What follows belongs to an exercise in optimizing a design on an open flow for small area, a short achievable clock period and few clock cycles per item; a production flow would make more cautious choices. RTL that was checked went through simulation tests only; none was proved equivalent to the original. For runs 6 and 7, only the layout was checked, not whether the RTL still works. No activity file was given, so power comes from the tool's default toggle rates.

==> design/flow/design.v <==
package iirt_pkg;
    localparam int PORT_W  = 8;
    localparam int ORIG_W  = 16;
    localparam int GEN_W   = 15;
    localparam int TDATA_W = 40;
    typedef enum logic [1:0] {
        KIND_ASSIGNED = 2'd0,
        KIND_ROUTED   = 2'd1,
        KIND_NO_MATCH = 2'd2,
        KIND_FULL     = 2'd3
    } kind_t;
    typedef struct packed {
        logic [PORT_W-1:0] port;
        logic [ORIG_W-1:0] orig;
        logic [GEN_W-1:0]  gen;
    } entry_t;
    typedef struct packed {
        logic capture;     
        logic request;     
        logic scan_step;   
        logic finish;      
    } dp_cmd_t;
    typedef struct packed {
        logic out_free;    
        logic fill_zero;   
        logic match;       
        logic pend_valid;  
        logic scan_last;   
    } dp_stat_t;
endpackage
module invoke_id_remap_table_core #(
    parameter int unsigned TABLE_DEPTH = 16,
    parameter int unsigned ID_LIMIT    = 32767
) (
    input  logic                         clk,
    input  logic                         rst_n,
    input  logic [iirt_pkg::TDATA_W-1:0] s_tdata,
    input  logic [0:0]                   s_tuser,
    input  logic                         s_tvalid,
    output logic                         s_tready,
    output logic [iirt_pkg::TDATA_W-1:0] m_tdata,
    output logic [1:0]                   m_tuser,
    output logic                         m_tlast,
    output logic                         m_tvalid,
    input  logic                         m_tready
);
    localparam int D   = TABLE_DEPTH;
    localparam int PW  = iirt_pkg::PORT_W;
    localparam int OW  = iirt_pkg::ORIG_W;
    localparam int GW  = iirt_pkg::GEN_W;
    localparam int PAD = iirt_pkg::TDATA_W - PW - OW - GW;
    localparam logic [GW-1:0] GEN_ONE = 1;
    localparam logic [GW-1:0] GEN_LIM = ID_LIMIT;
    logic          ir_op;
    logic [PW-1:0] ir_port;
    logic [OW-1:0] ir_orig;
    logic [GW-1:0] ir_gen;
    assign ir_op   = s_tuser[0];
    assign ir_port = s_tdata[PW-1:0];
    assign ir_orig = s_tdata[PW+OW-1:PW];
    assign ir_gen  = s_tdata[PW+OW+GW-1:PW+OW];
    logic [D-1:0]  v;
    logic [PW-1:0] t_port [0:D-1];
    logic [OW-1:0] t_orig [0:D-1];
    logic [GW-1:0] t_gen  [0:D-1];
    logic [GW-1:0] nid;      
    logic          b_v, b_op, b_full;
    logic          b_multi;  
    logic          b_rdy;    
    logic [D-1:0]  b_pick;   
    logic          rdy_q;    
    logic [GW-1:0] b_gen;
    logic [D-1:0]  b_sel;    
    logic          oval, olast;
    logic [1:0]    okind;
    logic [PW-1:0] oport;
    logic [OW-1:0] oorig;
    logic [GW-1:0] ogen;
    logic          sval, slast;
    logic [1:0]    skind;
    logic [PW-1:0] sport;
    logic [OW-1:0] sorig;
    logic [GW-1:0] sgen;
    logic          a_go, b_free, b_emit, b_last, full, oload;
    logic          b_v_n, b_multi_n, sval_n;
    logic          m_multi, r_multi;
    logic [D-1:0]  m, pnext, brem, shl;
    logic [1:0]    rkind;
    logic [PW-1:0] rport;
    logic [OW-1:0] rorig;
    function automatic logic multi(input logic [15:0] x);
        logic [7:0] a1, t1;
        logic [3:0] a2, t2;
        logic [1:0] a3, t3;
        for (int i = 0; i < 8; i++)
        begin
            a1[i] = x[2*i] || x[2*i+1];
            t1[i] = x[2*i] && x[2*i+1];
        end
        for (int i = 0; i < 4; i++)
        begin
            a2[i] = a1[2*i] || a1[2*i+1];
            t2[i] = t1[2*i] || t1[2*i+1] || (a1[2*i] && a1[2*i+1]);
        end
        for (int i = 0; i < 2; i++)
        begin
            a3[i] = a2[2*i] || a2[2*i+1];
            t3[i] = t2[2*i] || t2[2*i+1] || (a2[2*i] && a2[2*i+1]);
        end
        multi = t3[0] || t3[1] || (a3[0] && a3[1]);
    endfunction
    function automatic logic multi3(input logic [15:0] x);
        logic [15:0] a, t, h;
        a = x;
        t = '0;
        h = '0;
        for (int w = 8; w >= 1; w = w / 2)
            for (int i = 0; i < w; i++)
            begin
                h[i] = h[2*i] || h[2*i+1] || (t[2*i] && a[2*i+1]) || (a[2*i] && t[2*i+1]);
                t[i] = t[2*i] || t[2*i+1] || (a[2*i] && a[2*i+1]);
                a[i] = a[2*i] || a[2*i+1];
            end
        multi3 = h[0];
    endfunction
    assign b_emit   = b_v && !sval && (!b_multi || b_rdy);
    assign b_free   = rdy_q;     
    assign s_tready = b_free;
    assign a_go     = s_tvalid && b_free;
    assign full     = &v;
    always_comb
    begin
        logic seen;
        for (int i = 0; i < D; i++)
            m[i] = v[i] && ir_op && (t_gen[i] == ir_gen);
        shl[0] = 1'b1;
        for (int i = 1; i < D; i++)
            shl[i] = shl[i-1] && v[i-1];
        brem    = b_sel & ~b_pick;
        b_last  = !b_multi;
        m_multi = multi(m);
        r_multi = multi3(b_sel);
        pnext = b_rdy ? brem : b_sel;
        seen  = 1'b0;
        for (int i = D - 1; i >= 0; i--)
        begin
            logic p;
            p        = pnext[i];
            pnext[i] = p && !seen;
            seen     = seen || p;
        end
        rport  = '0;
        rorig  = '0;
        for (int i = 0; i < D; i++)
        begin
            rport = rport | (t_port[i] & {PW{b_pick[i]}});
            rorig = rorig | (t_orig[i] & {OW{b_pick[i]}});
        end
        if (b_op)
            rkind = (b_sel != '0) ? iirt_pkg::KIND_ROUTED : iirt_pkg::KIND_NO_MATCH;
        else
            rkind = b_full ? iirt_pkg::KIND_FULL : iirt_pkg::KIND_ASSIGNED;
    end
    always_ff @(posedge clk or negedge rst_n)
    begin
        if (!rst_n)
        begin
            v    <= '0;
            nid  <= GEN_ONE;
            b_v  <= 1'b0;
            oval <= 1'b0;
            sval <= 1'b0;
        end
        else
        begin
            if (a_go && !ir_op && !full)
            begin
                for (int i = 0; i < D; i++)
                    if (shl[i])
                        v[i] <= (i == 0) ? 1'b1 : v[i-1];
                nid <= (nid == GEN_LIM) ? GEN_ONE : nid + GEN_ONE;
            end
            else if (a_go)
                v <= v & ~m;
            if (b_free)
                b_v <= a_go;
            if (oload)
                oval <= sval || b_emit;
            if (!oload && b_emit)
                sval <= 1'b1;
            else if (oload)
                sval <= 1'b0;
        end
    end
    always_ff @(posedge clk)
    begin
        if (a_go && !ir_op && !full)
        begin
            for (int i = 0; i < D; i++)
                if (shl[i])
                begin
                    if (i == 0)
                    begin
                        t_port[i] <= ir_port;
                        t_orig[i] <= ir_orig;
                        t_gen[i]  <= nid;
                    end
                    else
                    begin
                        t_port[i] <= t_port[i-1];
                        t_orig[i] <= t_orig[i-1];
                        t_gen[i]  <= t_gen[i-1];
                    end
                end
        end
    end
    always_ff @(posedge clk)
    begin
        if (b_free)
        begin
            b_op   <= ir_op;
            b_full <= full;
            b_gen  <= ir_op ? ir_gen : (full ? '0 : nid);
            b_sel  <= m;
            b_pick <= m;
        end
        else if (b_multi && (!b_rdy || b_emit))
        begin
            if (b_emit)
                b_sel <= brem;
            b_pick <= pnext;
        end
    end
    always_ff @(posedge clk or negedge rst_n)
    begin
        if (!rst_n)
        begin
            b_multi <= 1'b0;
            b_rdy   <= 1'b0;
        end
        else if (b_free)
        begin
            b_multi <= a_go && m_multi;
            b_rdy   <= 1'b0;
        end
        else
        begin
            if (b_emit)
                b_multi <= r_multi;
            if (b_multi)
                b_rdy <= 1'b1;
        end
    end
    always_comb
    begin
        b_v_n     = b_free ? a_go : b_v;
        b_multi_n = b_free ? (a_go && m_multi) : (b_emit ? r_multi : b_multi);
        sval_n    = oload ? 1'b0 : (b_emit ? 1'b1 : sval);
    end
    always_ff @(posedge clk or negedge rst_n)
    begin
        if (!rst_n)
            rdy_q <= 1'b1;
        else
            rdy_q <= !b_v_n || (!sval_n && !b_multi_n);
    end
    assign oload = !oval || m_tready;
    always_ff @(posedge clk)
    begin
        if (oload)
        begin
            if (sval)
            begin
                okind <= skind;
                olast <= slast;
                oport <= sport;
                oorig <= sorig;
                ogen  <= sgen;
            end
            else
            begin
                okind <= rkind;
                olast <= b_last;
                oport <= rport;
                oorig <= rorig;
                ogen  <= b_gen;
            end
        end
    end
    always_ff @(posedge clk)
    begin
        if (!sval)
        begin
            skind <= rkind;
            slast <= b_last;
            sport <= rport;
            sorig <= rorig;
            sgen  <= b_gen;
        end
    end
    assign m_tvalid = oval;
    assign m_tuser  = okind;
    assign m_tlast  = olast;
    assign m_tdata  = {{PAD{1'b0}}, ogen, oorig, oport};
endmodule
==> design/flow/flow/run.sh <==
#!/bin/bash
# Layout flow: the standard flow (standard.sh) with two changes after
# synthesis, which itself runs unchanged:
#  - the input and output ports are buffered with buf_4 cells instead of the
#    default port buffer cell
#  - timing repair may resize a cell to any cell of the same function, not only
#    to one of the same footprint (MATCH_CELL_FOOTPRINT 0)
# Each step's full output goes to a log file of its own in this folder.
set -euo pipefail
EXTRA="'BUFFER_PORTS_ARGS=-buffer_cell sky130_fd_sc_hd__buf_4' MATCH_CELL_FOOTPRINT=0"
sed "s|\"\${@:-finish}\"|$EXTRA \"\${@:-finish}\"|" standard.sh > standard_extra.sh
grep -q "MATCH_CELL_FOOTPRINT=0" standard_extra.sh
bash standard.sh synth > synth.log 2>&1
bash standard_extra.sh finish > layout.log 2>&1
test -s out/final.def
==> design/flow/standard.sh <==
#!/bin/bash
# synth_recipe.tcl (not shown) runs the flow's synth.tcl, then flattens the netlist and writes it again
# the make line also repeats each setting of config.mk as NAME=value (left out here)
make -C /OpenROAD-flow-scripts/flow DESIGN_CONFIG=/design/flow/config.mk WORK_HOME=/design/flow/orfs CLKGATE_MAP_FILE= SYNTH_SCRIPT=/design/flow/synth_recipe.tcl "${@:-finish}"
==> design/flow/config.mk <==
export PLATFORM = sky130hd
export DESIGN_NAME = invoke_id_remap_table_core
export DESIGN_NICKNAME = invoke_id_remap_table_core
export VERILOG_FILES = /design/flow/design.v
export SDC_FILE = /design/flow/constraint.sdc
export NUM_CORES = 4
export LEC_CHECK = 0
export CAP_MARGIN = 20
export CORE_MARGIN = 2
export CORE_UTILIZATION = 40
export CTS_CLUSTER_DIAMETER = 60
export CTS_CLUSTER_SIZE = 26
export PLACE_DENSITY = 0.7
export SETUP_SLACK_MARGIN = 2.6
export SLEW_MARGIN = 20
==> design/flow/constraint.sdc <==
create_clock -name core_clock -period 5.0 [get_ports {clk}]
set_input_delay 1.0000 -clock core_clock [delete_from_list [all_inputs] [get_ports {clk}]]
set_output_delay 1.0000 -clock core_clock [all_outputs]
set_load 0.01 [all_outputs]
==> flow_summary.yaml, run 1 <==
logic_synthesis:
  yosysSeqAreaShare_pct: 75.4
  yosysTopAreaCellShare_pct: 69.7
  synth.area.top_cells: "edfxtp_1 (70%), xor2_1 (7.0%), a22oi_1 (3.0%)"
  ys.flop_type: "edfxtp_1"
  netlist_top_cells_count: "edfxtp_1 (715), xor2_1 (245), a22oi_1 (125)"
  synth_cell_type_count: 70
  syn_inst: 1928
  yosysMostFrequentCell: "edfxtp_1"
  synthArstFlopShare_pct: 4.66
  synth.largest_area_cell: "edfxtp_1"
  ys_ff_latch: 794
  netlist_area_sq_um: 30800
  syn-num-nets: 1974
  syn_area_per_cell_sq_um: 16.0
  yosys_warnings: 4
  synth_edf_count: 715
power_and_ir_drop:
  switching_share_pct: 27.4
  clock_power_share_pct: 28.0
  internal_power_w: 0.0106
  p_sw_w: 0.00402
  leakage_nw: 12.2
  powerDensity_nw_per_um2: 413
  pwr-share-comb_pct: 15.5
  peakVddDrop_v: 0.000282
  seqPwrFrac_pct: 56.5
sta:
  hold_violations: 0
  period_minus_slack_ps: 2460
  final.setup.worst_slack_ps: 2540
  max_freq_mhz: 407
  finalSetupViolations: 0
  rsz0062_at_grt: "true"
  worst_slew_pin_slew_ps: 1020
  setup_tns_ps: 0
  skew_ps: 43.5
  fin_crit_sh_pct: 49.1
  whs_ps: 341
  slew_violations: 0
  slew_headroom_pct: 32.1
critical_path:
  cp_data_arrival_time_ps: 2970
  reg2reg_depth: 9
  r2r-end: "v[10]"
  reg2reg_slack_ps: 2540
  crit_type: "register to register"
  r2r-start: "v[2]"
  start_kind: "register"
  crit_required_ps: 5510
  cp_max_fo: 10
  end_kind: "register"
placement:
  dpl_cell_area_sq_um: 32600
  dpl_worst_slack_ps: 1250
  io_buffers: 87
  place_hpwl_um: 46700
  place.gp.congestion: 0.826
  place_inst: 2971
clocking:
  cts.clk_slew.worst_paths_ps: 100
  cts_tree: "yes"
  worstSkewPairLatency_ps: 640
  cts-htree-levels: 2
  numClockSinks: 794
  cts-root-buf: "clkbuf_16"
  ctsHoldBuffers: 0
  cts_inserted_buffers: 43
  ctsLongestPathBuffers: 3
floorplan:
  row_count: 101
  die_x_um: 282
  die_h_um: 282
  start_util_pct: 40.5
  fp.dieArea_sq_um: 79300
  coreArea_sq_um: 76100
  io_pins: 90
finish:
  design_area_sq_um: 35500
  diodes: 0
  final_cells: 3164
  synthToLayoutAreaGrowth_pct: 15.3
  nFillCells: 6474
  regArea_sq_um: 23300
  multi_input_area_sq_um: 7380
  drive_above_1_share_pct: 18.7
  layout.nets: 2147
route:
  post-route-drc-count: 0
  drt-total-wl_um: 86500
  vias_per_cell: 6.00
  drt_first_pass_iters: 6
  drtIter0Drc: 2744
  drtAntennaViolNets: 0
  vias: 19000
  wl_per_cell_um: 27.3
global_routing:
  overflow: 0
  antenna_found_initial: 0
  grt_max_degree: 66
  grt_usage_pct: 21.1
  grt_pass1_wl_um: 122000
  grt_pass1_vias: 19000
outcome:
  status: "timing/DRC/antenna clean"
flow_run:
  drv_cap: 0
hold_path:
  hold_path.class: "input pin to asynchronous set/reset pin"
## what timing repair did
action | in CTS | in global routing
gates cloned | 19 | 8
resized for setup | 69 | 52
setup buffers | 67 | 21
endpoints found under the setup margin | 678 | 371
pin swaps | 33 | 19
## routing by layer
metal / share of wire [%] / routed length [um] / track usage [%]
met4: 4.8 / 4110 / 8.55
met1: 37 / 31800 / 27.1
met3: 11 / 9670 / 4.38
met5: 0 / 0 / 0
met2: 47 / 40900 / 34.8
## worst max path at each step
stage	to	cells after the start	slack (ps)	start
global placement	t_gen[2][13]	6	1310	s_tuser[0]
floorplan	t_gen[8][0]	7	1320	s_tvalid
global route	v[10]	9	2530	v[2]
CTS	t_orig[5][9]	5	2460	rdy_q
detailed placement	t_gen[2][6]	6	1250	s_tuser[0]
finish	v[10]	9	2540	v[2]
## state kept, by name (all words and copies together) (netlist names), 2 cells and up
name and count:
t_orig 256, b_gen 15, oorig 16, sport 8
skind 2, t_port 128, b_sel 16, t_gen 240
ogen 15, oport 8, okind 2, sorig 16
v 16, sgen 15, nid 15, b_pick 16
## cell usage in the layout, fill, tap and decap left out, types with 26 or more instances in the layout
cell       Yosys  layout
edfxtp_1     715     715
xor2_1       245     242
buf_4         14     173
a22oi_1      125     125
nand2_1      103     102
nor4_1        77      67
o21ai_0       56      56
nand4_1       54      54
clkbuf_16      0      52
dfxtp_1       42      42
a22o_1        37      37
a221oi_1      37      37
nand3_1       35      34
a21oi_1       29      29
dfrtp_1       35      28
nor3_1        28      26
## logic make-up (layout without fill, tap and decap cells)
kind of cell    after synthesis  count (layout)  share of synthesized area (%)
flops                       794             794                           75.4
simple gates                384             399                           6.68
compound gates              338             338                           7.90
xor+xnor                    250             250                           7.11
buf+inv                     134             325                           1.92
mux                          23              23                          0.824
fa+ha+maj                     4               4                          0.138
other cells                   1               1                         0.0122
## per-stage QoR
stage	power [W]	util, %
after floorplan	0.00951	-
after global placement	0.0103	42.8
after detailed placement	0.0104	42.8
after CTS	0.0146	46.1
after global routing	0.0151	46.7
final	0.0147	46.7
## final cells by class
| cell class | count | area share, % |
|---|---|---|
| sequential | 794 | 65.4 |
| clock inverter | 24 | 0.880 |
| clock buffer | 54 | 3.20 |
| timing repair buffer | 221 | 5.78 |
| inverter | 26 | 0.299 |
| tap | 1030 | 3.63 |
| multi-input combinational | 1015 | 20.8 |
## power by group through the flow
stage	Clock (W)	Sequential [W]	Combinational, W
floorplan	0	0.00838	0.00114
global placement	0	0.00840	0.00192
detailed placement	0	0.00843	0.00197
CTS	0.00415	0.00828	0.00216
global route	0.00438	0.00835	0.00242
finish	0.00411	0.00828	0.00228
## worst max-delay path, stage by stage (launching register included)
cell,delay (ps)
dfrtp_1,400
nand4_1,210
or3_4,480
o211ai_4,210
buf_6,150
buf_4,120
nor2_4,50
buf_12,120
and2_2,360
nand2b_1,220
Testbench counts, summed over its fixed seeds: cycles 3,216, items 3,200.
==> run 2, diff against run 1 <==
--- a/design/flow/config.mk
+++ b/design/flow/config.mk
@@ -12,4 +12,3 @@
 export CTS_CLUSTER_SIZE = 26
-export PLACE_DENSITY = 0.7
-export SETUP_SLACK_MARGIN = 2.6
+export SETUP_SLACK_MARGIN = 2.5
 export SLEW_MARGIN = 20
==> run 2 against run 1 <==
Sequential power grew 0.6%. Clock power grew 4%. First-iteration DRC count shrank 24%. Combinational power shrank 7%. Cell area shrank 1.3%. Critical endpoint is now v[15].
==> flow_summary.yaml, run 2 <==
route:
  vias: 18200
  post-route-drc-count: 0
  drtAntennaViolNets: 0
  wl_per_cell_um: 26.3
  vias_per_cell: 5.83
  drt-total-wl_um: 82200
  drt_first_pass_iters: 5
  drtIter0Drc: 2077
power_and_ir_drop:
  powerDensity_nw_per_um2: 419
  finalPower_w: 0.0147
  leakage_nw: 11.9
  peakVddDrop_v: 0.000307
finish:
  drive_above_1_share_pct: 17.0
  design_area_sq_um: 35100
  synthToLayoutAreaGrowth_pct: 13.9
  final_cells: 3130
  top_register: "t_orig"
  diodes: 0
  final_common_cell: "edfxtp_1"
  largest_register_ffs: 256
  layout.nets: 2110
  top_regs: "t_orig x256, t_gen x240, t_port x128"
  final_cell_mix: "edfxtp_1 (715), xor2_1 (245), buf_4 (172), a22oi_1 (125), nand2_1 (102)"
critical_path:
  cp_data_arrival_time_ps: 2970
  cpPeakStageDelay_ps: 420
  end_kind: "register"
  crit_required_ps: 5510
  start_kind: "register"
  crit_type: "register to register"
  path_cells: "nand4_1 > or3_4 > o211ai_4 > buf_4 > nor2_4 > and3_4 > and2_4 > o22a_1"
  cp_max_fo: 10
  slowest_stage: "dfrtp_1"
clocking:
  cts-htree-levels: 2
  cts_tree: "yes"
  numClockSinks: 794
  cts.clk_slew.worst_paths_ps: 100
  worstSkewPairLatency_ps: 630
  cts_inserted_buffers: 45
  ctsLongestPathBuffers: 3
  cts-root-buf: "clkbuf_16"
hold_path:
  hold_path.class: "input pin to asynchronous set/reset pin"
global_routing:
  antenna_found_initial: 0
  overflow: 0
  grt_usage_pct: 20.3
  grt_pass1_wl_um: 119000
  grt_pass1_vias: 18100
  grt_max_degree: 49
floorplan:
  fp.dieArea_sq_um: 79300
  row_count: 101
  start_util_pct: 40.5
  coreArea_sq_um: 76100
  die_x_um: 282
  die_h_um: 282
  io_pins: 90
placement:
  place.gp.congestion: 0.856
  io_buffers: 87
  place_hpwl_um: 47300
  place_inst: 2967
  dpl_cell_area_sq_um: 32600
sta:
  max_freq_mhz: 405
  hold_violations: 0
  skew_ps: 41.9
  slew_headroom_pct: 48.0
  setup_tns_ps: 0
  worst_slew_pin_slew_ps: 780
  period_minus_slack_ps: 2470
  finalSetupViolations: 0
  slew_violations: 0
  fin_crit_sh_pct: 49.3
  rsz0062_at_grt: "true"
flow_run:
  drv_cap: 0
logic_synthesis:
  netlist_area_sq_um: 30800
  ys_ff_latch: 794
  yosysMostFrequentCell: "edfxtp_1"
  synth_cell_type_count: 70
  netlist_top_cells_count: "edfxtp_1 (715), xor2_1 (245), a22oi_1 (125)"
  yosys_warnings: 4
  synthArstFlopShare_pct: 4.66
  synth_edf_count: 715
  synth.area.top_cells: "edfxtp_1 (70%), xor2_1 (7.0%), a22oi_1 (3.0%)"
  syn_area_per_cell_sq_um: 16.0
  ys.flop_type: "edfxtp_1"
  syn-num-nets: 1974
  syn_inst: 1928
  synth.largest_area_cell: "edfxtp_1"
  yosysTopAreaCellShare_pct: 69.7
  yosysSeqAreaShare_pct: 75.4
outcome:
  status: "timing/DRC/antenna clean"
## run 2: repair_timing
item                       in CTS  in global routing
pin swaps                      24                 11
setup endpoints to repair     677                276
gates resized for setup        40                 26
gates cloned                    7                  2
hold buffers                    0                  0
buffers inserted               48                 23
## run 2: per-stage QoR
| step | setup WS [ps] | hold WS (ps) | util (%) |
|---|---|---|---|
| global route | 2440 | 382 | 46.1 |
| global placement | 1290 | 427 | 42.8 |
| floorplan | 1320 | 408 | - |
| CTS | 2500 | 345 | 45.7 |
| detailed placement | 1260 | 431 | 42.8 |
| finish | 2530 | 360 | 46.1 |
## run 2: path summary, 6_finish.rpt
kind                              start  cells after the start            end  slack [ps]
setup / recovery                   v[3]                      8          v[15]        2530
hold / removal                    rst_n                      1        b_multi         360
setup reg to reg                   v[3]                      8          v[15]        2530
hold reg to reg            t_orig[9][8]                      0  t_orig[10][8]         440
max in group asynchronous         rst_n                      1           sval        4220
min in group core_clock    t_orig[9][8]                      0  t_orig[10][8]         440
## run 2: critical path: cells and delay by family, from the launching register on
kind	cells	cell delay, ps
DFF	1	420
and+or+nand+nor	5	1180
AOI/OAI and AO/OA	2	530
buffers and inverters	1	210
## run 2: kinds of logic (layout without fill, tap and decap cells)
| group | after synthesis | count (layout) | synth area share [%] |
|---|---|---|---|
| DFF | 794 | 794 | 75.4 |
| and+or+nand+nor | 384 | 389 | 6.68 |
| AOI/OAI and AO/OA | 338 | 338 | 7.90 |
| xor gates and xnor gates | 250 | 250 | 7.11 |
| buffers and inverters | 134 | 301 | 1.92 |
| muxes | 23 | 23 | 0.824 |
| adders and majority gates | 4 | 4 | 0.138 |
| other | 1 | 1 | 0.0122 |
## run 2: area by class of cell
cell class	instances	area (sq um)
fill	6564	41000
sequential	794	23300
multi-input combinational	1005	7220
timing repair buffer	192	1640
tap	1030	1290
clock buffer	51	1190
clock inverter	32	389
inverter	26	104
## run 2: power breakdown
| group | switching (W) | leakage (nW) | internal [W] | total, W |
|---|---|---|---|---|
| logic | 0.00131 | 3.66 | 0.000799 | 0.00211 |
| registers | 0.000370 | 7.52 | 0.00796 | 0.00833 |
| clock network | 0.00234 | 0.760 | 0.00194 | 0.00428 |
| total | 0.00401 | 11.9 | 0.0107 | 0.0147 |
## run 2: routing by layer
| metal | vias up | wire length [um] | global-route usage, % |
|---|---|---|---|
| met1 | 9259 | 33500 | 28.7 |
| met5 | - | 0 | 0 |
| li1 | 7766 | - | - |
| met2 | 1063 | 38100 | 32.3 |
| met3 | 147 | 8170 | 3.34 |
| met4 | 0 | 2420 | 6.12 |
==> run 3, diff against run 2 <==
--- a/design/flow/config.mk
+++ b/design/flow/config.mk
@@ -9,6 +9,6 @@
 export CORE_MARGIN = 2
-export CORE_UTILIZATION = 40
+export CORE_UTILIZATION = 45
 export CTS_CLUSTER_DIAMETER = 60
 export CTS_CLUSTER_SIZE = 26
-export SETUP_SLACK_MARGIN = 2.5
+export SETUP_SLACK_MARGIN = 2.7
 export SLEW_MARGIN = 20
==> run 3 against run 2 <==
Cell area increased by 2.4%. Sequential cell count did not move. Global-route usage rose by 3.5 points. Still clean. Clock skew is 9.7 ps higher. Combinational power increased by 9.5%. Die area decreased by 11%. Critical path depth decreased by 6.
==> flow_summary.yaml, run 3 <==
outcome:
  status: "timing/DRC/antenna clean"
logic_synthesis:
  netlist_top_cells_count: "edfxtp_1 (715), xor2_1 (245), a22oi_1 (125)"
  synth-compound-area-share_pct: 7.90
  synth-adder-area-share_pct: 0.138
  ys.flop_type: "edfxtp_1"
  synth_top_family_by_area: "compound AO/OA/AOI/OAI gates"
  yosysMostFrequentCell: "edfxtp_1"
  muxShareOfSynthArea_pct: 0.824
  syn_area_per_cell_sq_um: 16.0
  synthArstFlopShare_pct: 4.66
  syn_inst: 1928
  synth.largest_area_cell: "edfxtp_1"
  synth_edf_count: 715
  synth.area.top_cells: "edfxtp_1 (70%), xor2_1 (7.0%), a22oi_1 (3.0%)"
  syn-num-nets: 1974
  yosysTopAreaCellShare_pct: 69.7
  synth-xor-area-share_pct: 7.11
  yosys_warnings: 4
  synth_cell_type_count: 70
  yosysSeqAreaShare_pct: 75.4
  ys_ff_latch: 794
  netlist_area_sq_um: 30800
  synthSimpleGateAreaFrac_pct: 6.68
power_and_ir_drop:
  p_sw_w: 0.00426
  clock_power_share_pct: 30.9
  pwr-share-comb_pct: 15.1
  powerDensity_nw_per_um2: 426
  peakVddDrop_v: 0.000336
  switching_share_pct: 27.8
  seqPwrFrac_pct: 54.1
  leakage_nw: 12.4
  internal_power_w: 0.0111
placement:
  place_hpwl_um: 46300
  io_buffers: 87
  place.gp.congestion: 0.864
  place_inst: 2810
finish:
  largest_register_ffs: 256
  synthToLayoutAreaGrowth_pct: 16.6
  nFillCells: 5431
  multi_input_area_sq_um: 7550
  final_cells: 3030
  post-route-util_pct: 53.2
  drive_above_1_share_pct: 20.5
  final_cell_mix: "edfxtp_1 (715), xor2_1 (240), buf_4 (169), a22oi_1 (125), nand2_1 (101)"
  final_common_cell: "edfxtp_1"
  top_regs: "t_orig x256, t_gen x240, t_port x128"
  layout.nets: 2161
  regArea_sq_um: 23300
  diodes: 0
  top_register: "t_orig"
floorplan:
  fp.dieArea_sq_um: 70600
  start_util_pct: 45.6
  die_h_um: 266
  die_x_um: 266
  io_pins: 90
  row_count: 95
  coreArea_sq_um: 67500
critical_path:
  cp_data_arrival_time_ps: 1430
  start_kind: "register"
  crit_type: "register to output port"
  end_kind: "output port"
  cp_max_fo: 3
  crit_required_ps: 4000
  reg2reg_depth: 8
route:
  wl_per_cell_um: 28.3
  post-route-drc-count: 0
  vias_per_cell: 6.12
  drt_first_pass_iters: 5
  drt-total-wl_um: 85600
  vias: 18500
  drtAntennaViolNets: 0
  drtIter0Drc: 2101
sta:
  fin_crit_sh_pct: 48.6
  finalSetupViolations: 0
  rsz0062_at_grt: "true"
  setup_tns_ps: 0
  skew_ps: 51.6
  slew_violations: 0
  max_freq_mhz: 411
  hold_violations: 0
  slew_headroom_pct: 30.4
  period_minus_slack_ps: 2430
  worst_slew_pin_slew_ps: 1040
clocking:
  numClockSinks: 794
  cts-root-buf: "clkbuf_16"
  cts_inserted_buffers: 50
  ctsHoldBuffers: 0
  cts_tree: "yes"
  ctsLongestPathBuffers: 3
  cts.clk_slew.worst_paths_ps: 90
  cts-htree-levels: 2
  worstSkewPairLatency_ps: 660
global_routing:
  overflow: 0
  grt_pass1_vias: 18500
  antenna_found_initial: 0
  grt_usage_pct: 23.8
  grt_pass1_wl_um: 123000
  grt_max_degree: 66
hold_path:
  hold_path.class: "input pin to asynchronous set/reset pin"
flow_run:
  drv_cap: 0
run 3: cell counts after synthesis:
No cell type changed its count.
run 3: final cells by class:
type                    instances  share of cell area [%]
clock buffers                  55                    3.65
clock inverters                39                    1.47
inverters                      26                   0.296
multi-input cells            1021                    21.0
flip-flops and latches        794                    64.7
well taps                     873                    3.04
repair buffers                222                    5.84
run 3: power groups by stage:
stage	Clock, W	Sequential, W	Combinational [W]
after floorplan	0	0.00838	0.00114
after global placement	0	0.00841	0.00195
after detailed placement	0	0.00843	0.00198
after CTS	0.00481	0.00827	0.00223
after global routing	0.00502	0.00835	0.00247
final	0.00473	0.00828	0.00231
run 3: logic make-up after synthesis:
logic type	count (synthesis)
buf+inv	134
mux	23
simple gates	384
flops	794
other cells	1
fa+ha+maj	4
compound gates	338
xor+xnor	250
run 3: worst paths after layout:
check	startpoint	to	slack (ps)
worst max-delay path	rdy_q	s_tready	2570
worst min-delay path	rst_n	nid[4]	320
worst max register to register	b_rdy	b_pick[2]	2660
worst min register to register	t_orig[8][8]	t_orig[9][8]	410
max in group asynchronous	rst_n	v[14]	4250
min in group core_clock	t_orig[8][8]	t_orig[9][8]	410
run 3: through the flow:
step                      hold slack, ps  area, sq um  setup slack (ps)  power [W]
after floorplan                      408        30900              1320    0.00951
after global placement               427        32400              1310     0.0104
after detailed placement             434        32400              1280     0.0104
after CTS                            311        35600              2540     0.0153
after global routing                 337        35900              2530     0.0158
final                                324        35900              2570     0.0153
run 3: timing repair:
item,in CTS,in global routing
gates resized for setup,104,51
setup endpoints to repair,716,366
cloned,24,5
pin swaps,48,18
buffers inserted,84,13
run 3: routing by layer:
metal / up-vias / track usage (%) / part of all wire (%)
met3: 149 / 4.88 / 9.3
met1: 9498 / 32.3 / 40
met5: - / 0 / 0
li1: 7885 / - / -
met2: 1009 / 39.0 / 48
met4: 0 / 7.01 / 3.2
run 3: critical path: stages, from the launching register on:
cell and delay (ps):
dfstp_2 570, buf_12 120, buf_6 100
==> run 4, diff against run 3 <==
--- a/design/flow/config.mk
+++ b/design/flow/config.mk
@@ -7,3 +7,3 @@
 export LEC_CHECK = 0
-export CAP_MARGIN = 20
+export CAP_MARGIN = 5
 export CORE_MARGIN = 2
@@ -13,2 +13,2 @@
 export SETUP_SLACK_MARGIN = 2.7
-export SLEW_MARGIN = 20
+export SLEW_MARGIN = 5
==> run 4 against run 3 <==
Largest power group unchanged. Synthesized area stayed put. Count of clock-buffer cells in the layout stayed put. Sequential share of layout area stayed put. Still clean on timing, DRC and antenna.
==> flow_summary.yaml, run 4 <==
outcome:
  status: "timing/DRC/antenna clean"
placement:
  place.gp.congestion: 0.864
  place_hpwl_um: 46300
  io_buffers: 87
  dpl_cell_area_sq_um: 32400
logic_synthesis:
  synth.largest_area_cell: "edfxtp_1"
  syn-num-nets: 1974
  synthArstFlopShare_pct: 4.66
  netlist_area_sq_um: 30800
  yosys_warnings: 4
  syn_area_per_cell_sq_um: 16.0
  synth.area.top_cells: "edfxtp_1 (70%), xor2_1 (7.0%), a22oi_1 (3.0%)"
  netlist_top_cells_count: "edfxtp_1 (715), xor2_1 (245), a22oi_1 (125)"
  ys_ff_latch: 794
  syn_inst: 1928
  yosysMostFrequentCell: "edfxtp_1"
  yosysSeqAreaShare_pct: 75.4
  synth_edf_count: 715
  synth_cell_type_count: 70
  ys.flop_type: "edfxtp_1"
  yosysTopAreaCellShare_pct: 69.7
hold_path:
  hold_path.class: "input pin to asynchronous set/reset pin"
finish:
  final_cell_mix: "edfxtp_1 (715), xor2_1 (240), buf_4 (169), a22oi_1 (125), nand2_1 (101)"
  drive_above_1_share_pct: 20.5
  layout.nets: 2161
  multi_input_area_sq_um: 7550
  largest_register_ffs: 256
  regArea_sq_um: 23300
  synthToLayoutAreaGrowth_pct: 16.6
  top_regs: "t_orig x256, t_gen x240, t_port x128"
  nFillCells: 5431
  diodes: 0
  top_register: "t_orig"
  design_area_sq_um: 35900
  final_common_cell: "edfxtp_1"
critical_path:
  end_kind: "output port"
  crit_type: "register to output port"
  slowest_stage: "dfstp_2"
  cp_max_fo: 3
  crit_required_ps: 4000
  cp_data_arrival_time_ps: 1430
  path_cells: "buf_12 > buf_6"
  critPathTopFamily: "flip-flops"
  start_kind: "register"
  cpPeakStageDelay_ps: 570
  critPathBufInv: 2
power_and_ir_drop:
  leakage_nw: 12.4
  switching_share_pct: 27.8
  powerDensity_nw_per_um2: 426
  seqPwrFrac_pct: 54.1
  clock_power_share_pct: 30.9
  p_sw_w: 0.00426
  internal_power_w: 0.0111
  finalPower_w: 0.0153
  pwr-share-comb_pct: 15.1
  peakVddDrop_v: 0.000336
floorplan:
  die_h_um: 266
  fp.dieArea_sq_um: 70600
  die_x_um: 266
  coreArea_sq_um: 67500
  start_util_pct: 45.6
  row_count: 95
  io_pins: 90
global_routing:
  grt_usage_pct: 23.8
  overflow: 0
  grt_max_degree: 66
  grt_pass1_wl_um: 123000
  grt_pass1_vias: 18500
  antenna_found_initial: 0
clocking:
  ctsHoldBuffers: 0
  cts-htree-levels: 2
  cts_inserted_buffers: 50
  ctsLongestPathBuffers: 3
  cts-root-buf: "clkbuf_16"
  cts.clk_slew.worst_paths_ps: 90
  cts_tree: "yes"
  worstSkewPairLatency_ps: 660
  numClockSinks: 794
route:
  vias: 18500
  post-route-drc-count: 0
  drt-total-wl_um: 85600
  drt_first_pass_iters: 5
  drtIter0Drc: 2101
  drtAntennaViolNets: 0
  vias_per_cell: 6.12
  wl_per_cell_um: 28.3
sta:
  worst_slew_pin_slew_ps: 1040
  fin_crit_sh_pct: 48.6
  hold_violations: 0
  slew_headroom_pct: 30.4
  period_minus_slack_ps: 2430
  rsz0062_at_grt: "true"
  slew_violations: 0
  max_freq_mhz: 411
  skew_ps: 51.6
  finalSetupViolations: 0
  setup_tns_ps: 0
flow_run:
  drv_cap: 0
-- run 4: cell counts after synthesis --
Identical to the previous run, type by type.
-- run 4: per-layer routing --
| layer | vias up | GRT usage [%] | routed length [um] |
|---|---|---|---|
| li1 | 7885 | - | - |
| met1 | 9498 | 32.3 | 34100 |
| met2 | 1009 | 39.0 | 40800 |
| met3 | 149 | 4.88 | 8000 |
| met4 | 0 | 7.01 | 2710 |
| met5 | - | 0 | 0 |
-- run 4: cell type report --
cell class / instances / area share (%)
clock inverter: 39 / 1.47
clock buffer: 55 / 3.65
tap: 873 / 3.04
timing repair buffer: 222 / 5.84
inverter: 26 / 0.296
sequential: 794 / 64.7
multi-input combinational: 1021 / 21.0
-- run 4: power groups by stage --
| stage | Clock (W) | Combinational [W] | Sequential [W] |
|---|---|---|---|
| floorplan | 0 | 0.00114 | 0.00838 |
| detailed placement | 0 | 0.00198 | 0.00843 |
| global route | 0.00502 | 0.00247 | 0.00835 |
| finish | 0.00473 | 0.00231 | 0.00828 |
| global placement | 0 | 0.00195 | 0.00841 |
| CTS | 0.00481 | 0.00223 | 0.00827 |
-- run 4: stage by stage --
stage	instances	worst slack, ps	utilization [%]	hold slack (ps)
6_report	3030	2570	53.2	324
5_1_grt	3030	2530	53.2	337
4_1_cts	3012	2540	52.7	311
3_5_place_dp	2810	1280	47.9	434
3_3_place_gp	2810	1310	47.9	427
2_1_floorplan	1928	1320	-	408
-- run 4: worst register-to-register path, cell delays in order, from the launching register on --
cell,delay (ps)
dfrtp_4,520
a21boi_4,80
or4_4,560
nor4b_4,380
o2111ai_2,220
buf_4,210
nor2_2,70
nand2_1,50
o21ai_1,90
-- run 4: path summary, 6_finish.rpt --
check	startpoint	endpoint	slack (ps)	cells after the start
max	rdy_q	s_tready	2570	2
min	rst_n	nid[4]	320	1
max reg2reg	b_rdy	b_pick[2]	2660	8
min reg2reg	t_orig[8][8]	t_orig[9][8]	410	0
max in group asynchronous	rst_n	v[14]	4250	1
min in group core_clock	t_orig[8][8]	t_orig[9][8]	410	0
-- run 4: repair_timing --
| action | 4_1_cts | 5_1_grt |
|---|---|---|
| pin swaps | 48 | 18 |
| gates cloned | 24 | 5 |
| gates resized for setup | 104 | 51 |
| setup buffers | 84 | 13 |
| setup endpoints to repair | 716 | 366 |
-- run 4: logic make-up (layout without fill, tap and decap cells) --
kind of cell	count (synthesis)	in the layout	share of synthesized area (%)
buffers and inverters	134	342	1.92
other	1	1	0.0122
XOR/XNOR	250	250	7.11
flip-flops	794	794	75.4
multiplexers	23	23	0.824
AND/OR/NAND/NOR	384	405	6.68
adder cells (fa/ha/maj)	4	4	0.138
AO/OA/AOI/OAI	338	338	7.90
==> run 5, diff against run 4 <==
--- a/design/flow/config.mk
+++ b/design/flow/config.mk
@@ -9,6 +9,6 @@
 export CORE_MARGIN = 2
-export CORE_UTILIZATION = 45
+export CORE_UTILIZATION = 40
 export CTS_CLUSTER_DIAMETER = 60
 export CTS_CLUSTER_SIZE = 26
-export SETUP_SLACK_MARGIN = 2.7
+export SETUP_SLACK_MARGIN = 2.6
 export SLEW_MARGIN = 5
==> run 5 against run 4 <==
Combinational power fell by 4%. First-iteration DRC count rose by 7.0%. Sequential power barely moved. Clock power fell by 7.6%. Cell area fell by 1.1%. Fmax rose by 0.33%. Critical path type is now register to register. Register-to-register slack got worse by 80 ps. Synthesized cell count did not move. Critical endpoint is now t_gen[14][13]. Global-route usage fell by 2.6 points. Synthesized area did not move.
==> flow_summary.yaml, run 5 <==
clocking:
  cts-root-buf: "clkbuf_16"
  cts-htree-levels: 2
  cts_inserted_buffers: 47
  cts.clk_slew.worst_paths_ps: 100
  ctsLongestPathBuffers: 3
  worstSkewPairLatency_ps: 660
  numClockSinks: 794
  ctsHoldBuffers: 0
  cts_tree: "yes"
critical_path:
  slowest_stage: "dfrtp_2"
  reg2reg_slack_ps: 2580
  cp_max_fo: 20
  cpPeakStageDelay_ps: 400
  path_cells: "nand4_1 > buf_4 > nor3_2 > nand3_2 > nor2_4 > and3_4 > buf_16"
  start_kind: "register"
  crit_type: "register to register"
  end_kind: "register"
  crit_required_ps: 5310
  cp_data_arrival_time_ps: 2730
sta:
  slew_violations: 0
  setup_tns_ps: 0
  hold_violations: 0
  slew_headroom_pct: 29.2
  max_freq_mhz: 412
  rsz0062_at_grt: "true"
  finalSetupViolations: 0
  fin_crit_sh_pct: 48.5
  period_minus_slack_ps: 2420
  worst_slew_pin_slew_ps: 1060
  skew_ps: 54.6
route:
  post-route-drc-count: 0
  wl_per_cell_um: 27.3
  drt_first_pass_iters: 7
  drtIter0Drc: 2249
  drtAntennaViolNets: 0
  vias_per_cell: 5.88
  drt-total-wl_um: 86100
  vias: 18600
logic_synthesis:
  netlist_area_sq_um: 30800
  synth_edf_count: 715
  synth.area.top_cells: "edfxtp_1 (70%), xor2_1 (7.0%), a22oi_1 (3.0%)"
  yosys_warnings: 4
  syn-num-nets: 1974
  synth.largest_area_cell: "edfxtp_1"
  ys.flop_type: "edfxtp_1"
  yosysSeqAreaShare_pct: 75.4
  netlist_top_cells_count: "edfxtp_1 (715), xor2_1 (245), a22oi_1 (125)"
  yosysTopAreaCellShare_pct: 69.7
  ys_ff_latch: 794
  synthArstFlopShare_pct: 4.66
  synth_cell_type_count: 70
  yosysMostFrequentCell: "edfxtp_1"
  syn_inst: 1928
  syn_area_per_cell_sq_um: 16.0
finish:
  post-route-util_pct: 46.7
  largest_register_ffs: 256
  drive_above_1_share_pct: 18.8
  final_cells: 3158
  top_register: "t_orig"
  final_common_cell: "edfxtp_1"
  top_regs: "t_orig x256, t_gen x240, t_port x128"
  final_cell_mix: "edfxtp_1 (715), xor2_1 (243), buf_4 (165), a22oi_1 (125), nand2_1 (102)"
  layout.nets: 2137
  synthToLayoutAreaGrowth_pct: 15.4
placement:
  place.gp.congestion: 0.854
  place_inst: 2967
  io_buffers: 87
  place_hpwl_um: 47300
global_routing:
  grt_pass1_wl_um: 123000
  grt_pass1_vias: 18500
  antenna_found_initial: 1
  grt_usage_pct: 21.2
  grt_max_degree: 66
  overflow: 0
power_and_ir_drop:
  p_sw_w: 0.00416
  switching_share_pct: 27.9
  finalPower_w: 0.0149
  powerDensity_nw_per_um2: 419
  peakVddDrop_v: 0.000319
  internal_power_w: 0.0107
  seqPwrFrac_pct: 55.8
  clock_power_share_pct: 29.4
  pwr-share-comb_pct: 14.9
  leakage_nw: 12.1
outcome:
  status: "timing/DRC/antenna clean"
floorplan:
  die_x_um: 282
  coreArea_sq_um: 76100
  fp.dieArea_sq_um: 79300
  die_h_um: 282
  row_count: 101
  io_pins: 90
  start_util_pct: 40.5
flow_run:
  drv_cap: 0
hold_path:
  hold_path.class: "input pin to asynchronous set/reset pin"
## run 5: stage by stage
step	hold slack [ps]	area [sq um]	worst slack, ps
2_1_floorplan	408	30900	1320
3_3_place_gp	424	32600	1280
3_5_place_dp	434	32600	1260
4_1_cts	337	35100	2560
5_1_grt	360	35600	2520
6_report	352	35600	2580
## run 5: repair_timing
item / in CTS / in global routing
setup endpoints to repair: 688 / 418
buffers inserted: 61 / 22
gates resized for setup: 66 / 45
pin swaps: 36 / 19
cloned: 18 / 4
## run 5: cell families after synthesis
logic type,Yosys count,synth area share [%]
AO/OA/AOI/OAI,338,7.90
buffers and inverters,134,1.92
XOR/XNOR,250,7.11
AND/OR/NAND/NOR,384,6.68
multiplexers,23,0.824
other,1,0.0122
flip-flops,794,75.4
adder cells (fa/ha/maj),4,0.138
## run 5: layout make-up
type | instances | area [sq um]
fill | 6591 | 40500
sequential | 794 | 23300
multi-input combinational | 1018 | 7450
timing repair buffer | 203 | 1820
tap | 1030 | 1290
clock buffer | 49 | 1200
clock inverter | 36 | 420
inverter | 26 | 114
timing repair inverter | 1 | 8.76
antenna | 1 | 2.50
## run 5: worst paths after layout
| path | from | to | depth (start not counted) |
|---|---|---|---|
| setup / recovery | v[0] | t_gen[14][13] | 7 |
| hold / removal | rst_n | b_rdy | 1 |
| setup reg to reg | v[0] | t_gen[14][13] | 7 |
| hold reg to reg | t_orig[3][8] | t_orig[4][8] | 0 |
| max in group asynchronous | rst_n | b_rdy | 1 |
| min in group core_clock | t_orig[3][8] | t_orig[4][8] | 0 |
## run 5: critical path: cells and delay by family, from the launching register on
family	cells	cell delay [ps]
buf+inv	2	460
simple gates	5	1240
flops	1	400
## run 5: routing by layer
metal  global-route usage [%]  share of wire, %  vias to the layer above
met4                     6.97               3.1                        0
met2                     34.7                47                     1065
met1                     28.6                40                     9514
li1                         -                 -                     7822
met3                     4.08               9.8                      160
met5                        0                 0                        -
## run 5: power groups by stage
stage	Clock, W	Combinational (W)	Sequential [W]
2_1_floorplan	0	0.00114	0.00838
3_3_place_gp	0	0.00195	0.00843
3_5_place_dp	0	0.00199	0.00844
4_1_cts	0.00442	0.00212	0.00830
5_1_grt	0.00465	0.00237	0.00836
6_report	0.00437	0.00222	0.00830
==> run 6, diff against run 5 <==
--- a/design/flow/design.v
+++ b/design/flow/design.v
@@ -70,3 +70,3 @@
     logic [D-1:0]  b_pick;   
-    logic          rdy_q;    
+    logic          busy_q;   
     logic [GW-1:0] b_gen;
@@ -126,3 +126,3 @@
     assign b_emit   = b_v && !sval && (!b_multi || b_rdy);
-    assign b_free   = rdy_q;     
+    assign b_free   = !busy_q;   
     assign s_tready = b_free;
@@ -262,5 +262,5 @@
         if (!rst_n)
-            rdy_q <= 1'b1;
+            busy_q <= 1'b0;
         else
-            rdy_q <= !b_v_n || (!sval_n && !b_multi_n);
+            busy_q <= b_v_n && (sval_n || b_multi_n);
     end
==> run 6 against run 5 <==
Utilization barely moved. Critical path depth fell by 3. Clock skew fell by 26 ps. Synthesized area barely moved. Critical path type is now register to output port. Largest power group unchanged.
==> flow_summary.yaml, run 6 <==
route:
  wl_per_cell_um: 27.1
  vias_per_cell: 5.82
  drt_first_pass_iters: 6
  post-route-drc-count: 0
  drtAntennaViolNets: 0
  drt-total-wl_um: 85400
  vias: 18400
  drtIter0Drc: 2086
logic_synthesis:
  syn_area_per_cell_sq_um: 16.1
  syn-num-nets: 1962
  ys.flop_type: "edfxtp_1"
  netlist_area_sq_um: 30800
  yosysSeqAreaShare_pct: 75.5
  synthArstFlopShare_pct: 4.66
  synth_edf_count: 715
  synth.largest_area_cell: "edfxtp_1"
  ys_ff_latch: 794
  yosysMostFrequentCell: "edfxtp_1"
  synth.area.top_cells: "edfxtp_1 (70%), xor2_1 (6.4%), dfrtp_1 (2.9%)"
  yosysTopAreaCellShare_pct: 69.7
  netlist_top_cells_count: "edfxtp_1 (715), xor2_1 (224), nand2_1 (100)"
  yosys_warnings: 4
  synth_cell_type_count: 60
  syn_inst: 1916
floorplan:
  fp.dieArea_sq_um: 79200
  die_x_um: 281
  die_h_um: 281
  row_count: 101
  coreArea_sq_um: 76100
  io_pins: 90
  start_util_pct: 40.5
clocking:
  worstSkewPairLatency_ps: 620
  cts-htree-levels: 2
  ctsHoldBuffers: 0
  cts_inserted_buffers: 45
  numClockSinks: 794
  ctsLongestPathBuffers: 3
  cts_tree: "yes"
  cts.clk_slew.worst_paths_ps: 100
  cts-root-buf: "clkbuf_16"
sta:
  period_minus_slack_ps: 2500
  max_freq_mhz: 400
  hold_violations: 0
  rsz0062_at_grt: "true"
  finalSetupViolations: 0
  skew_ps: 28.7
  slew_headroom_pct: 46.3
  slew_violations: 0
  fin_crit_sh_pct: 50.0
  worst_slew_pin_slew_ps: 803
  setup_tns_ps: 0
finish:
  final_common_cell: "edfxtp_1"
  layout.nets: 2137
  post-route-util_pct: 46.8
  synthToLayoutAreaGrowth_pct: 15.6
  diodes: 0
  final_cell_mix: "edfxtp_1 (715), xor2_1 (223), buf_4 (165), nand2_1 (99), a22oi_1 (99)"
  drive_above_1_share_pct: 18.6
  top_register: "t_orig"
  top_regs: "t_orig x256, t_gen x240, t_port x128"
  largest_register_ffs: 256
critical_path:
  crit_required_ps: 4000
  crit_type: "register to output port"
  cp_data_arrival_time_ps: 1500
  start_kind: "register"
  slowest_stage: "dfrtp_2"
  cpMostUsedCell: "buf_12"
  end_kind: "output port"
  cp_max_fo: 2
  path_cells: "buf_12 > clkinvlp_4 > buf_12 > buf_6"
  reg2reg_slack_ps: 2630
  cpPeakStageDelay_ps: 410
global_routing:
  antenna_found_initial: 0
  overflow: 0
  grt_pass1_vias: 18400
  grt_usage_pct: 21.2
  grt_max_degree: 50
  grt_pass1_wl_um: 122000
power_and_ir_drop:
  leakage_nw: 12.2
  powerDensity_nw_per_um2: 452
  finalPower_w: 0.0161
  peakVddDrop_v: 0.000317
flow_run:
  drv_cap: 0
placement:
  io_buffers: 87
  place.gp.congestion: 0.810
  place_hpwl_um: 46100
hold_path:
  hold_path.class: "input pin to asynchronous set/reset pin"
outcome:
  status: "timing/DRC/antenna clean"
-- run 6: cell types whose count changed in the layout (fill, tap and decap cells not counted), moves of 11 or more --
cell	change
nand2b_1	+12
a22oi_1	-26
o21ai_1	+17
xnor2_1	+21
nor4_1	-13
a22o_1	+11
a221oi_1	+11
nor2_1	+16
xor2_1	-20
-- run 6: final timing paths --
path | start | endpoint | cells after the start
max | busy_q | s_tready | 4
min | rst_n | v[5] | 1
max reg2reg | v[1] | t_port[14][6] | 9
min reg2reg | t_orig[3][4] | t_orig[4][4] | 0
max in group asynchronous | rst_n | b_rdy | 1
min in group core_clock | t_orig[3][4] | t_orig[4][4] | 0
-- run 6: final cells by class --
class                           count  area, sq um
Multi-Input combinational cell   1011         7290
Clock buffer                       52         1220
Inverter                           24          110
Sequential cell                   794        23300
Fill cell                        6574        40500
Timing Repair Buffer              215         2060
Clock inverter                     30          365
Tap cell                         1030         1290
-- run 6: routing by layer --
metal,global-route usage [%],vias to the layer above,routed length (um)
met4,7.01,2,2740
li1,-,7770,-
met5,0.794,-,86
met1,29.0,9395,34500
met3,4.88,166,8610
met2,33.6,1038,39500
-- run 6: through the flow --
stage | instances | instance area, sq um | setup WS [ps] | hold WS [ps]
6_report | 3156 | 35600 | 2500 | 362
3_5_place_dp | 2960 | 32500 | 756 | 436
3_3_place_gp | 2960 | 32500 | 835 | 431
4_1_cts | 3139 | 35400 | 2510 | 366
5_1_grt | 3156 | 35600 | 2460 | 382
2_1_floorplan | 1916 | 30900 | 1510 | 427
-- run 6: worst max-delay path: cells and delay by family (launching register included) --
kind / cells / cell delay, ps
flip-flops: 1 / 410
buffers and inverters: 4 / 470
-- run 6: what timing repair did --
item,4_1_cts,5_1_grt
resized for setup,89,19
endpoints found under the setup margin,670,183
setup buffers,74,17
cloned,23,0
pin swaps,25,4
-- run 6: kinds of logic after synthesis --
group                    after synthesis  share of synthesized area (%)
multiplexers                          26                          0.943
flip-flops                           794                           75.5
buffers and inverters                129                           2.18
other                                  1                         0.0122
adder cells (fa/ha/maj)                3                          0.110
AND/OR/NAND/NOR                      383                           6.47
XOR/XNOR                             250                           7.11
AO/OA/AOI/OAI                        330                           7.71
-- run 6: report_power, final --
part	total (W)	switching, W	leakage [nW]	internal, W
combinational	0.00279	0.00175	3.87	0.00104
clock	0.00431	0.00235	0.773	0.00197
sequential	0.00897	0.000530	7.56	0.00844
==> run 7, diff against run 6 <==
--- a/design/flow/config.mk
+++ b/design/flow/config.mk
@@ -12,3 +12,3 @@
 export CTS_CLUSTER_SIZE = 26
-export SETUP_SLACK_MARGIN = 2.6
+export SETUP_SLACK_MARGIN = 2.8
 export SLEW_MARGIN = 5
==> run 7 against run 6 <==
Critical path depth is the same. Die area unchanged. Global-route usage increased by 0.54 points. Sequential power is essentially flat. Worst setup slack better by 14 ps. Power rose by 2.4%. Count of clock-buffer cells in the layout is the same. Cell area is 5.0% higher. Combinational power rose by 13%. Register-to-register slack better by 40 ps. Critical endpoint unchanged. Largest cell class unchanged.
==> flow_summary.yaml, run 7 <==
route:
  wl_per_cell_um: 28.2
  drtAntennaViolNets: 0
  drt-total-wl_um: 90600
  post-route-drc-count: 0
  vias_per_cell: 5.88
  drt_first_pass_iters: 6
  vias: 18900
  drtIter0Drc: 2352
finish:
  drive_above_1_share_pct: 24.6
  layout.nets: 2193
  final_cells: 3212
  top_regs: "t_orig x256, t_gen x240, t_port x128"
  largest_register_ffs: 256
  design_area_sq_um: 37400
  nFillCells: 6333
  synthToLayoutAreaGrowth_pct: 21.3
  diodes: 0
  final_common_cell: "edfxtp_1"
  final_cell_mix: "edfxtp_1 (715), buf_4 (175), xor2_1 (170), nand2_1 (98), a22oi_1 (98)"
  top_register: "t_orig"
flow_run:
  drv_cap: 0
clocking:
  ctsLongestPathBuffers: 3
  cts_tree: "yes"
  cts-root-buf: "clkbuf_16"
  ctsHoldBuffers: 0
  numClockSinks: 794
  cts_inserted_buffers: 45
  worstSkewPairLatency_ps: 620
  cts.clk_slew.worst_paths_ps: 110
  cts-htree-levels: 2
logic_synthesis:
  yosys_warnings: 4
  ys.flop_type: "edfxtp_1"
  yosysTopAreaCellShare_pct: 69.7
  netlist_area_sq_um: 30800
  synth_edf_count: 715
  synth_cell_type_count: 60
  ys_ff_latch: 794
  yosysMostFrequentCell: "edfxtp_1"
  synth.area.top_cells: "edfxtp_1 (70%), xor2_1 (6.4%), dfrtp_1 (2.9%)"
  synth.largest_area_cell: "edfxtp_1"
  syn_inst: 1916
  netlist_top_cells_count: "edfxtp_1 (715), xor2_1 (224), nand2_1 (100)"
  yosysSeqAreaShare_pct: 75.5
  syn_area_per_cell_sq_um: 16.1
  syn-num-nets: 1962
  synthArstFlopShare_pct: 4.66
global_routing:
  overflow: 0
  grt_max_degree: 50
  grt_pass1_vias: 18800
  grt_usage_pct: 21.8
  antenna_found_initial: 0
  grt_pass1_wl_um: 126000
critical_path:
  start_kind: "register"
  cp_max_fo: 2
  cp_data_arrival_time_ps: 1490
  end_kind: "output port"
  crit_required_ps: 4000
  crit_type: "register to output port"
sta:
  slew_violations: 0
  skew_ps: 24.2
  finalSetupViolations: 0
  final.setup.worst_slack_ps: 2510
  rsz0062_at_grt: "true"
  worst_slew_pin_slew_ps: 804
  fin_crit_sh_pct: 49.7
  period_minus_slack_ps: 2490
  max_freq_mhz: 402
  setup_tns_ps: 0
  slew_headroom_pct: 46.3
  hold_violations: 0
floorplan:
  fp.dieArea_sq_um: 79200
  row_count: 101
  start_util_pct: 40.5
  die_h_um: 281
  coreArea_sq_um: 76100
  die_x_um: 281
  io_pins: 90
placement:
  dpl_worst_slack_ps: 756
  io_buffers: 87
  place_inst: 2960
  place.gp.congestion: 0.810
  place_hpwl_um: 46100
  dpl_cell_area_sq_um: 32500
power_and_ir_drop:
  finalPower_w: 0.0165
  internal_power_w: 0.0117
  switching_share_pct: 29.1
  peakVddDrop_v: 0.000323
  leakage_nw: 12.8
  clock_power_share_pct: 26.3
  pwr-share-comb_pct: 19.2
  seqPwrFrac_pct: 54.5
  powerDensity_nw_per_um2: 441
  p_sw_w: 0.00479
outcome:
  status: "timing/DRC/antenna clean"
hold_path:
  hold_path.class: "input pin to asynchronous set/reset pin"
[run 7: logic make-up (layout without fill, tap and decap cells)]
| group | count (synthesis) | in the layout | synth area share, % |
|---|---|---|---|
| multiplexers | 26 | 26 | 0.943 |
| buffers and inverters | 129 | 372 | 2.18 |
| flip-flops | 794 | 794 | 75.5 |
| XOR/XNOR | 250 | 250 | 7.11 |
| adder cells (fa/ha/maj) | 3 | 3 | 0.110 |
| other | 1 | 1 | 0.0122 |
| AO/OA/AOI/OAI | 330 | 330 | 7.71 |
| AND/OR/NAND/NOR | 383 | 406 | 6.47 |
[run 7: area by class of cell]
cell class | instances | area (sq um) | area share [%]
flip-flops and latches | 794 | 23300 | 62.2
multi-input cells | 1016 | 8000 | 21.4
repair buffers | 264 | 3100 | 8.29
well taps | 1030 | 1290 | 3.45
clock buffers | 52 | 1220 | 3.25
clock inverters | 30 | 365 | 0.978
inverters | 24 | 120 | 0.321
repair inverters | 2 | 22.5 | 0.0603
[run 7: power groups by stage]
stage,clock network (W),registers [W],logic (W)
floorplan,0,0.00895,0.00139
global placement,0,0.00908,0.00235
detailed placement,0,0.00910,0.00238
CTS,0.00439,0.00894,0.00294
global route,0.00461,0.00906,0.00334
finish,0.00433,0.00897,0.00316
[run 7: what timing repair did]
| action | CTS | global route |
|---|---|---|
| pin swaps | 37 | 21 |
| resized for setup | 173 | 111 |
| setup buffers | 101 | 28 |
| endpoints found under the setup margin | 700 | 436 |
| cloned | 29 | 12 |
[run 7: path summary, 6_finish.rpt]
check,start,end,slack [ps],depth (start not counted)
worst max-delay path,busy_q,s_tready,2510,4
worst min-delay path,rst_n,v[5],360,1
worst max register to register,b_sel[7],busy_q,2670,8
worst min register to register,t_orig[3][4],t_orig[4][4],450,0
max in group asynchronous,rst_n,b_rdy,4190,1
min in group core_clock,t_orig[3][4],t_orig[4][4],450,0
[run 7: stage by stage]
step,hold slack [ps],util [%]
CTS,366,47.6
detailed placement,436,42.7
finish,364,49.1
global route,379,49.1
global placement,431,42.7
floorplan,427,-
[run 7: worst max-delay path, cell delays in order (launching register included)]
cell and delay [ps]:
dfrtp_2 440, buf_12 130, clkinvlp_4 80, buf_12 120
buf_6 100
[run 7: metal layers]
metal / GRT usage, % / part of all wire [%] / wire length [um]
met5: 0 / 0 / 0
met4: 6.89 / 3.0 / 2690
met3: 4.63 / 10 / 9370
met2: 34.8 / 47 / 42300
met1: 29.9 / 40 / 36200
==> run 8, diff against run 7 <==
--- a/design/flow/design.v
+++ b/design/flow/design.v
@@ -70,3 +70,3 @@
     logic [D-1:0]  b_pick;   
-    logic          busy_q;   
+    logic          rdy_q;    
     logic [GW-1:0] b_gen;
@@ -126,3 +126,3 @@
     assign b_emit   = b_v && !sval && (!b_multi || b_rdy);
-    assign b_free   = !busy_q;   
+    assign b_free   = rdy_q;     
     assign s_tready = b_free;
@@ -262,5 +262,5 @@
         if (!rst_n)
-            busy_q <= 1'b0;
+            rdy_q <= 1'b1;
         else
-            busy_q <= b_v_n && (sval_n || b_multi_n);
+            rdy_q <= !b_v_n || (!sval_n && !b_multi_n);
     end
--- a/design/flow/flow/run.sh
+++ b/design/flow/flow/run.sh
@@ -3,3 +3,3 @@
 # synthesis, which itself runs unchanged:
-#  - the input and output ports are buffered with buf_4 cells instead of the
+#  - the input and output ports are buffered with buf_2 cells instead of the
 #    default port buffer cell
@@ -9,3 +9,3 @@
 set -euo pipefail
-EXTRA="'BUFFER_PORTS_ARGS=-buffer_cell sky130_fd_sc_hd__buf_4' MATCH_CELL_FOOTPRINT=0"
+EXTRA="'BUFFER_PORTS_ARGS=-buffer_cell sky130_fd_sc_hd__buf_2' MATCH_CELL_FOOTPRINT=0"
 sed "s|\"\${@:-finish}\"|$EXTRA \"\${@:-finish}\"|" standard.sh > standard_extra.sh
--- a/design/flow/config.mk
+++ b/design/flow/config.mk
@@ -7,8 +7,8 @@
 export LEC_CHECK = 0
-export CAP_MARGIN = 5
+export CAP_MARGIN = 20
 export CORE_MARGIN = 2
 export CORE_UTILIZATION = 40
-export CTS_CLUSTER_DIAMETER = 60
-export CTS_CLUSTER_SIZE = 26
-export SETUP_SLACK_MARGIN = 2.8
-export SLEW_MARGIN = 5
+export CTS_CLUSTER_DIAMETER = 70
+export CTS_CLUSTER_SIZE = 30
+export SETUP_SLACK_MARGIN = 2.6
+export SLEW_MARGIN = 20
==> run 8 against run 7 <==
Clock skew up 31 ps. Synthesized cell count up 0.63%. First-iteration DRC count up 1.5%. Power down 11%. Fmax down 0.30%. Via count down 0.96%. Register-to-register slack worse by 90 ps. Utilization down 2.3 points. Final cell count down 1.1%. Die area about the same.
==> flow_summary.yaml, run 8 <==
sta:
  finalSetupViolations: 0
  hold_violations: 0
  slew_violations: 0
  period_minus_slack_ps: 2490
  max_freq_mhz: 401
  rsz0062_at_grt: "true"
  fin_crit_sh_pct: 49.9
  worst_slew_pin_slew_ps: 1060
  slew_headroom_pct: 29.4
  final.setup.worst_slack_ps: 2510
  skew_ps: 55.4
  setup_tns_ps: 0
route:
  drtIter0Drc: 2387
  drtAntennaViolNets: 0
  drt_first_pass_iters: 6
  vias: 18700
  vias_per_cell: 5.89
  post-route-drc-count: 0
  wl_per_cell_um: 27.3
  drt-total-wl_um: 86800
placement:
  place_hpwl_um: 47900
  place.gp.congestion: 0.823
  place_inst: 2973
  dpl_worst_slack_ps: 1290
  dpl_cell_area_sq_um: 32400
  io_buffers: 87
logic_synthesis:
  ys.flop_type: "edfxtp_1"
  yosysMostFrequentCell: "edfxtp_1"
  synth.largest_area_cell: "edfxtp_1"
  syn_inst: 1928
  netlist_area_sq_um: 30800
  ys_ff_latch: 794
  synth.area.top_cells: "edfxtp_1 (70%), xor2_1 (7.0%), a22oi_1 (3.0%)"
  yosysTopAreaCellShare_pct: 69.7
  syn_area_per_cell_sq_um: 16.0
  yosys_warnings: 4
  synth_edf_count: 715
  synth_cell_type_count: 70
  netlist_top_cells_count: "edfxtp_1 (715), xor2_1 (245), a22oi_1 (125)"
  yosysSeqAreaShare_pct: 75.4
  synthArstFlopShare_pct: 4.66
  syn-num-nets: 1974
finish:
  synthToLayoutAreaGrowth_pct: 15.6
  top_regs: "t_orig x256, t_gen x240, t_port x128"
  final_cell_mix: "edfxtp_1 (715), xor2_1 (243), a22oi_1 (125), buf_4 (118), nand2_1 (101)"
  final_cells: 3177
  design_area_sq_um: 35600
  layout.nets: 2159
  final_common_cell: "edfxtp_1"
  top_register: "t_orig"
  drive_above_1_share_pct: 20.0
  largest_register_ffs: 256
floorplan:
  row_count: 101
  coreArea_sq_um: 76100
  die_h_um: 282
  die_x_um: 282
  fp.dieArea_sq_um: 79300
  io_pins: 90
  start_util_pct: 40.5
clocking:
  numClockSinks: 794
  cts-root-buf: "clkbuf_16"
  cts_inserted_buffers: 41
  ctsLongestPathBuffers: 3
  worstSkewPairLatency_ps: 640
  cts_tree: "yes"
  cts.clk_slew.worst_paths_ps: 100
  cts-htree-levels: 2
outcome:
  status: "timing/DRC/antenna clean"
hold_path:
  hold_path.class: "register to register"
critical_path:
  start_kind: "register"
  cp_data_arrival_time_ps: 1490
  cp_max_fo: 3
  end_kind: "output port"
  crit_required_ps: 4000
  crit_type: "register to output port"
power_and_ir_drop:
  finalPower_w: 0.0146
  powerDensity_nw_per_um2: 410
  peakVddDrop_v: 0.000254
  leakage_nw: 12.2
global_routing:
  grt_usage_pct: 21.3
  grt_pass1_wl_um: 123000
  grt_pass1_vias: 18500
  grt_max_degree: 66
  overflow: 0
  antenna_found_initial: 2
flow_run:
  drv_cap: 0
-- run 8: cell count changes after synthesis, moves of 7 or more --
cell / change
buf_2: +15
xnor2_1: -21
a22o_1: -11
nand2b_1: -11
a22oi_1: +26
nor4_1: +14
buf_6: -14
xor2_1: +21
o21ai_1: -16
nand3_1: -9
nor2_1: -17
a221oi_1: -11
nor3_1: +7
-- run 8: worst paths after layout --
kind | from | end | slack, ps | cells past startpoint
worst min-delay path | t_orig[14][12] | t_orig[15][12] | 430 | 0
min in group asynchronous | rst_n | nid[10] | 500 | 1
max in group asynchronous | rst_n | b_rdy | 3800 | 1
worst min register to register | t_orig[14][12] | t_orig[15][12] | 430 | 0
worst max register to register | rdy_q | b_pick[2] | 2580 | 8
worst max-delay path | rdy_q | s_tready | 2510 | 2
-- run 8: area by class of cell --
type / instances / area, sq um
inverter: 26 / 109
clock buffer: 48 / 1110
tap: 1030 / 1290
clock inverter: 28 / 360
antenna: 1 / 2.50
sequential: 794 / 23300
multi-input combinational: 1016 / 7480
fill: 6559 / 40500
timing repair buffer: 234 / 2010
-- run 8: where the power goes --
group	switching [W]	internal, W	total [W]
Clock	0.00236	0.00175	0.00411
Sequential	0.000328	0.00795	0.00828
Combinational	0.00143	0.000800	0.00223
-- run 8: per-layer routing --
layer / global-route usage [%] / up-vias / wire length [um]
li1: - / 7857 / -
met1: 29.0 / 9593 / 34600
met2: 35.3 / 1112 / 41600
met3: 3.89 / 144 / 8280
met4: 5.77 / 2 / 2350
met5: 0 / - / 13
-- run 8: cell families (layout without fill, tap and decap cells) --
logic type,Yosys count,after routing,synth area share [%]
buffers and inverters,134,336,1.92
and+or+nand+nor,384,400,6.68
other,1,2,0.0122
AOI/OAI and AO/OA,338,338,7.90
DFF,794,794,75.4
adders and majority gates,4,4,0.138
muxes,23,23,0.824
xor gates and xnor gates,250,250,7.11
-- run 8: repair_timing --
action                     in CTS  in global routing
pin swaps                      41                 18
cloned                         21                  3
setup buffers                  77                 26
gates resized for setup        94                 55
hold buffers                    0                  0
setup endpoints to repair     724                423
-- run 8: per-stage QoR --
| stage | hold slack (ps) | utilization (%) |
|---|---|---|
| 2_1_floorplan | 408 | - |
| 3_3_place_gp | 425 | 42.6 |
| 3_5_place_dp | 435 | 42.6 |
| 4_1_cts | 426 | 46.2 |
| 5_1_grt | 429 | 46.8 |
| 6_report | 432 | 46.8 |
-- run 8: worst max-delay path: stages, from the launching register on --
cell and delay (ps):
dfstp_4 670, buf_12 110, buf_6 90
Testbench counts of run 8, summed over its fixed seeds: cycles 3,216, items 3,200.

[static timing again, ports no longer ideal]
In the flow no input, the clock included, has a driving cell. The finished layouts below were timed again as built, in two steps. Step 1, drivers: a clkbuf_16 drives clk and a buf_2 each remaining input, both assumed. Step 2, shift: input delay + t, output delay - t, t = (earliest + latest rising clock arrival at the registers) / 2. This alone moves slack from input paths to output paths. a / b / c = ideal ports / drivers / drivers and shift; a / b = the first two.
run | t, ns | setup slack, ns | worst setup path after step 2 | cell pins on the clock port's net
run 1 | 0.674 | 2.543 / 2.521 / 1.901 | input to register | 1
run 2 | 0.678 | 2.534 / 2.478 / 1.957 | input to register | 1
run 3 | 0.698 | 2.568 / 2.505 / 2.012 | input to register | 1
run 4 | 0.698 | 2.568 / 2.505 / 2.012 | input to register | 1
run 5 | 0.693 | 2.576 / 2.532 / 1.961 | input to register | 1
run 6 | 0.671 | 2.500 / 2.441 / 1.927 | input to register | 1
run 7 | 0.674 | 2.514 / 2.453 / 1.952 | input to register | 1
run 8 | 0.672 | 2.507 / 2.445 / 1.993 | input to register | 1
After both steps every run listed still meets setup and hold. For run 1, which loses most, drivers alone change the setup slack by -0.022 ns; drivers and shift together by -0.642 ns.
